Background: an optimization exercise with open tools, aiming at small area, a short achievable clock period and few clock cycles. Do not read the settings as production practice. At most, simulation tests tie the RTL to the original design; equivalence was not proved.

==> run G <==
Design lms_top, start of the top module:
module lms_top (
	input logic clk_operation,
	input logic rst,
	input logic sample_strobe,
	input logic signed [15:0] sample,
	input logic signed [15:0] desired,
	input logic signed [15:0] mu,
	input logic start,
	output logic ready,
	output logic [31:0] result,
	output logic [255:0] coefs
);
	logic s_IN, n_IN;
	logic s_I1, n_I1;
	logic s_I2, n_I2;
	logic s_FW, n_FW;
	logic s_F0, n_F0;
	logic s_F1, n_F1;
	logic s_F2, n_F2;
	logic s_J0, n_J0;
	logic s_J3, n_J3;
	logic s_E, n_E;
	logic s_M, n_M;
	logic s_U0, n_U0;
	logic s_U1, n_U1;
	logic s_U2, n_U2;
	logic s_U3, n_U3;
	logic s_R, n_R;
	logic [255:0] win;  
	logic [15:0] dh;  
	logic [4:0] fill;
	logic [35:0] acc_s, acc_c;  
	logic [15:0] la0;  
	logic [15:0] lad0;  
	logic [7:0] lone0, ltwo0, lneg0;  
	wire [17:0] lx0 = {la0[15], la0, 1'b0};
	logic [15:0] la1;  
	logic [15:0] lad1;  
	logic [7:0] lone1, ltwo1, lneg1;  
  ...
export LEC_CHECK = 0
export CAP_MARGIN = 20
export CORE_MARGIN = 2
export CORE_UTILIZATION = 55
export SLEW_MARGIN = 20
create_clock -name core_clock -period 20.0 [get_ports {clk_operation}]
standard.sh (not shown) runs the stock make flow with config.mk's settings and CLKGATE_MAP_FILE= SYNTH_SCRIPT=/design/flow/synth_recipe.tcl, a recipe that flattens the netlist after the stock synthesis.
==> flow/flow/run.sh <==
#!/bin/bash
# The standard layout, with two changes to how it is made:
# - ORFS's repair_timing aims at a larger setup margin, so that it shortens the real critical
#   paths (the 20 ns clock alone leaves it nothing to repair);
# - the port buffers that global placement adds to every input and output are buf_1 cells
#   (repair may size them up) instead of the default choice, clkdlybuf4s50_1.
set -euo pipefail
bash standard.sh SETUP_SLACK_MARGIN=13.0 "BUFFER_PORTS_ARGS=-buffer_cell sky130_fd_sc_hd__buf_1" finish > make_finish.log 2>&1 || { tail -40 make_finish.log; exit 1; }
==> inputs of run K, as changes to run G <==
==> flow/flow/run.sh (replaced) <==
#!/bin/bash
# The standard layout, with two changes to how it is made:
# - ORFS's repair_timing aims at a larger setup margin, so that it shortens the real critical
#   paths (the 20 ns clock alone leaves it nothing to repair);
# - the port buffers that global placement adds to every input and output are buf_1 cells
#   (repair may size them up) instead of the default choice, clkdlybuf4s50_1.
set -euo pipefail
bash standard.sh SETUP_SLACK_MARGIN=13.5 "BUFFER_PORTS_ARGS=-buffer_cell sky130_fd_sc_hd__buf_1" finish > make_finish.log 2>&1 || { tail -40 make_finish.log; exit 1; }
==> inputs of run B, as changes to run G <==
--- a/flow/design.v
+++ b/flow/design.v
@@ -1779,16 +1779,16 @@
 	always_comb begin
 		if (acc[35:27] == '0 || acc[35:27] == '1) pred_c = acc[27:12];
 		else pred_c = acc[35] ? 16'h8000 : 16'h7fff;
 		diff = {dh[15], dh} - {pred_c[15], pred_c};
 		if (diff[16] == diff[15]) err_c = diff[15:0];
 		else err_c = diff[16] ? 16'h8000 : 16'h7fff;
 	end
-	wire acc_zero = s_E || s_IN || s_FW;  
-	wire acc_hold = s_I2 || s_M || s_U0 || s_U1 || s_U2 || s_U3;
+	wire acc_zero = !rst || s_E || s_IN || s_FW || ((s_I1 || s_I2) && (sample_strobe != (start && fill[4])));
+	wire acc_hold = s_M || s_U0 || s_U1 || s_U2 || s_U3 || (s_I2 && !(sample_strobe != (start && fill[4])));
 	always_ff @(posedge clk_operation) begin
 		if (acc_zero) begin
 			acc_s <= '0;
 			acc_c <= '0;
 		end else if (!acc_hold) begin
 			acc_s <= xs;
 			acc_c <= xc;
==> flow/flow/run.sh (replaced) <==
#!/bin/bash
# The standard layout, with two changes to how it is made:
# - ORFS's repair_timing aims at a larger setup margin, so that it shortens the real critical
#   paths (the 20 ns clock alone leaves it nothing to repair);
# - the port buffers that global placement adds to every input and output are buf_1 cells
#   (repair may size them up) instead of the default choice, clkdlybuf4s50_1.
set -euo pipefail
bash standard.sh SETUP_SLACK_MARGIN=14 "BUFFER_PORTS_ARGS=-buffer_cell sky130_fd_sc_hd__buf_1" finish > make_finish.log 2>&1 || { tail -40 make_finish.log; exit 1; }
==> qor summary <==
                                                       run G           run K           run B
Bufs w/o clock                                           593             770             934
Area of the multi-input gates                     40,400 µm²      42,500 µm²      44,900 µm²
Post-layout min period                               6.94 ns         6.68 ns         6.53 ns
Most frequent CP cell                                   fa_1            ha_4               -
Starting Density                                       55.3%           55.3%           55.3%
Non-CTS inverters                                        686             686             707
Fmax                                                 144 MHz         150 MHz         153 MHz
Wirelength per Cell                                  32.4 µm         33.1 µm         34.6 µm
Wire length of the first global-routing pass      367,000 µm      379,000 µm      406,000 µm
Result of the run                             finished clean  finished clean  finished clean
Area taken by flip-flops and latches              22,600 µm²      22,700 µm²      22,700 µm²
Post-Synth Adder-Cell Area                             26.9%           26.9%           26.5%
Seq/Total Area, Yosys                                  34.1%           34.1%           33.5%
Testbench counts of run G, summed over its fixed seeds: cycles 24,016.
Testbench counts of run K, summed over its fixed seeds: cycles 24,016.
No functional check of the RTL was part of run B.

## separate check: timing with driven ports
In the flow no input, the clock included, has a driving cell. The finished layouts below were timed again as built, in two steps. Step 1 assumes that a clkbuf_16 drives the clock port and a buf_2 every other input. Step 2, shift: input delay + t, output delay - t, t = (earliest + latest rising clock arrival at the registers) / 2. This alone moves slack from input paths to output paths. a / b / c = ideal / step 1 / step 2; a / b = the first two.
run | t (ns) | slack for setup (ns) | slew at the worst register clock pin (ns) | worst slew at a driven data input, ns | cell pins on the clock port's net
run G | 0.794 | 13.060 / 13.060 / 12.982 | 0.07 / 0.07 | 0.07 | 1
run K | 0.832 | 13.317 / 13.317 / 12.932 | 0.07 / 0.07 | 0.05 | 1
run B | 0.796 | 13.471 / 13.471 / 13.359 | 0.07 / 0.07 | 0.04 | 1
After both steps every run listed still meets setup and hold. For run K, which loses most, drivers alone change the setup slack by 0.000 ns; drivers and shift together by -0.385 ns.
